What follows belongs to an exercise in optimizing a design on an open flow for small area, a short achievable clock period and few clock cycles per item; a production flow would make more cautious choices.
At most, simulation tests tie the RTL to the original design; equivalence was not proved.
Power and IR drop assume default switching activity.

the previous run:
## digitClassifier
module digitClassifier
(
    input  logic      clk,
    input  logic      rst,
    input  logic      start,
    input  logic      wrEn,
    input  cnnDataPkg::memAddr_t  wrAddr,
    input  cnnDataPkg::pixel_t    wrData,
    output logic      busy,
    output logic      done,
    output cnnDataPkg::classIdx_t classIdx,
    output cnnDataPkg::score_t    bestScore
);
    logic                 wv;        
    cnnDataPkg::memAddr_t wa;        
    cnnDataPkg::pixel_t   wd;        
    cnnDataPkg::pixel_t   wdm;       
    logic                 replay;    
    logic [5:0]           rcnt;      
    logic                 rqv;       
    logic                 rv;        
    logic [5:0]           rqa;
    cnnDataPkg::pixel_t   rdq;
    cnnDataPkg::pixel_t   rdData;    
    always_ff @(posedge clk) begin
        wv  <= wrEn && !busy;
        rdq <= rdData;
        rqa <= rcnt;
        if (wrEn) begin
            wdm <= wrData;
        end
        if (rqv) begin
            wa <= {1'b0, rqa};
  ...
Size in the first run: about 6100 cells after synthesis, about 1600 flip-flops, ~0.078 mm^2 of cells after synthesis.
==> flow/config.mk <==
export PLATFORM = sky130hd
export DESIGN_NAME = digitClassifier
export DESIGN_NICKNAME = digitClassifier
export VERILOG_FILES = /design/flow/design.v
export SDC_FILE = /design/flow/constraint.sdc
export NUM_CORES = 4
export LEC_CHECK = 0
export CAP_MARGIN = 20
export CORE_MARGIN = 2
export CORE_UTILIZATION = 55
export SLEW_MARGIN = 20
==> flow/constraint.sdc <==
create_clock -name core_clock -period 10.0 [get_ports {clk}]
set_input_delay 2.0000 -clock core_clock [delete_from_list [all_inputs] [get_ports {clk}]]
set_output_delay 2.0000 -clock core_clock [all_outputs]
set_load 0.01 [all_outputs]
standard.sh (not shown) runs the stock make flow with config.mk's settings and CLKGATE_MAP_FILE= SYNTH_SCRIPT=/design/flow/synth_recipe.tcl, a recipe that flattens the netlist after the stock synthesis.
==> flow/flow/run.sh <==
#!/bin/bash
set -euo pipefail
bash standard.sh SETUP_SLACK_MARGIN=6.6 finish > standard_make.log 2>&1
The previous run: all stages complete, timing, DRC and antenna checks passed
Testbench counts of the previous run, summed over its fixed seeds: cycles 14,352, images 192.
> inputs changed (the previous run -> the current run)
# the previous run
export LEC_CHECK = 0
export CAP_MARGIN = 20
export CORE_MARGIN = 2
export CORE_UTILIZATION = 55
export SLEW_MARGIN = 20
create_clock -name core_clock -period 10.0 [get_ports {clk}]
# the current run
export LEC_CHECK = 0
export CAP_MARGIN = 20
export CORE_MARGIN = 2
export CORE_UTILIZATION = 40
export SLEW_MARGIN = 20
create_clock -name core_clock -period 10.0 [get_ports {clk}]
==> flow/flow/run.sh <==
#!/bin/bash
set -euo pipefail
bash standard.sh SETUP_SLACK_MARGIN=6.3 finish > standard_make.log 2>&1
### Flow results
Delta (the current run minus the previous run): worst setup slack shrank by 0.041 ns; clock power grew by 3.1%. Relative to the previous run, global-route met1 utilization has gone down in the current run. Of the previous run and the current run, the run reporting the lower HPWL after detailed placement was the current run. The current run reports its startpoint of the worst setup timing path as kOne[1][0] while the previous run reports kTwo[0][1].

========
Starting RTL as in the previous note.
export LEC_CHECK = 0
export CAP_MARGIN = 20
export CORE_MARGIN = 2
export CORE_UTILIZATION = 55
export SLEW_MARGIN = 20
create_clock -name core_clock -period 10.0 [get_ports {clk}]
==> flow/flow/run.sh <==
#!/bin/bash
set -euo pipefail
bash standard.sh SETUP_SLACK_MARGIN=6.3 finish > standard_make.log 2>&1
Testbench counts at the start, summed over its fixed seeds: cycles 14,352, images 192.
Edit:
==> flow/flow/run.sh (replaced) <==
#!/bin/bash
set -euo pipefail
bash standard.sh SETUP_SLACK_MARGIN=6.0 finish > standard_make.log 2>&1
--- a/flow/config.mk
+++ b/flow/config.mk
@@ -9,3 +9,3 @@
 export CORE_MARGIN = 2
-export CORE_UTILIZATION = 55
+export CORE_UTILIZATION = 65
 export SLEW_MARGIN = 20
=> The new run completed with no timing, DRC or antenna violations; clock-buffer cell count grows by 20; final area shrinks by 0.98%; global-route usage grows by 4.7 points; setup slack gets worse by 0.16 ns; via count grows by 1.4%; routed wire length shrinks by 2.9%; hold slack is about the same; power shrinks by 0.91%; combinational power stays flat; final cell count shrinks by 4.7%.
Edit:
==> flow/flow/run.sh (replaced) <==
#!/bin/bash
set -euo pipefail
bash standard.sh SETUP_SLACK_MARGIN=6.3 finish > standard_make.log 2>&1
Effect: The new run completed with no timing, DRC or antenna violations; area after synthesis is unchanged; final area went up by about 0.46%; combinational power stays flat; total power barely changes; global-route usage is about the same; maximum frequency climbs by about 4.7%; setup slack improved by 0.17 ns.

========
== P ==
Another version of the RTL of digitClassifier (not shown whole).
Size in the first run: roughly 5900 cells after synthesis, ~1600 flip-flops, about 43 I/O pins.
clock: 10.0 ns
lec_check: 0
cap_margin: 20
core_margin: 2
core_utilization: 40
setup_slack_margin: 5
slew_margin: 20
run.sh (not shown) runs the stock make flow with config.mk's settings and CLKGATE_MAP_FILE= SYNTH_SCRIPT=/design/flow/synth_recipe.tcl, a recipe that flattens the netlist after the stock synthesis.
Stock flow here: none of the scripts above is used.
## Diff of input files: Q against P
- clearing SETUP_SLACK_MARGIN, which used to be 5
Q reached the final stage; the timing, design-rule and antenna checks on its layout passed. Diff Q..P | final core utilization | negligible. On measured slew at the worst slew-check pin: between Q and P, it ends up higher for Q. Summary of Q over P: via count was more or less identical, first-pass GRT wire length shows no meaningful change. [compare] base=P new=Q: total wirelength of the detailed-routed design about even; worst hold margin about even. Taking P as the reference, in Q combinational share of power decreased 0.5 points; growth of design area from synthesis to finish now smaller; share of the clock period used by the worst path went up 8.6 points. Between P and Q, the flow reports internal power decreasing slightly. Setup slack in Q vs P: down 0.86 ns.
Function was not checked in any run of this note: the RTL went through the layout flow alone.

port drivers added, routing unchanged:
No port has a modelled driver above. Below, the same layouts with a new extraction and two added sets of constraints. Step 1 assumes that a clkbuf_16 drives the clock port and a buf_2 every other input. Step 2 times the ports against the registers' clock, not the clock port: input delays grow and output delays shrink by t, the midpoint of the rising clock arrivals with the driver on. a / b / c = no drivers / after step 1 / after step 2; a / b = the first two.
| run | t, ns | setup slack, ns | hold WS [ns] | worst data-port slew with drivers (ns) |
|---|---|---|---|---|
| the previous run | 0.881 | 6.410 / 6.410 / 6.410 | 0.316 / 0.316 / 0.316 | 0.04 |
| the current run | 0.877 | 6.369 / 6.294 / 6.369 | 0.324 / 0.324 / 0.324 | 0.05 |
| the first run of note 2 | 0.894 | 6.362 / 6.278 / 6.429 | 0.325 / 0.325 / 0.325 | 0.04 |
| the second run of note 2 | 0.867 | 6.200 / 6.200 / 6.200 | 0.322 / 0.322 / 0.322 | 0.03 |
| the third run of note 2 | 0.871 | 6.369 / 6.296 / 6.388 | 0.323 / 0.323 / 0.323 | 0.03 |
| P | 0.887 | 5.219 / 5.219 / 5.219 | 0.323 / 0.323 / 0.323 | 0.14 |
| Q | 0.889 | 4.358 / 4.358 / 4.358 | 0.323 / 0.323 / 0.323 | 0.16 |
After both steps every run listed still meets setup and hold.
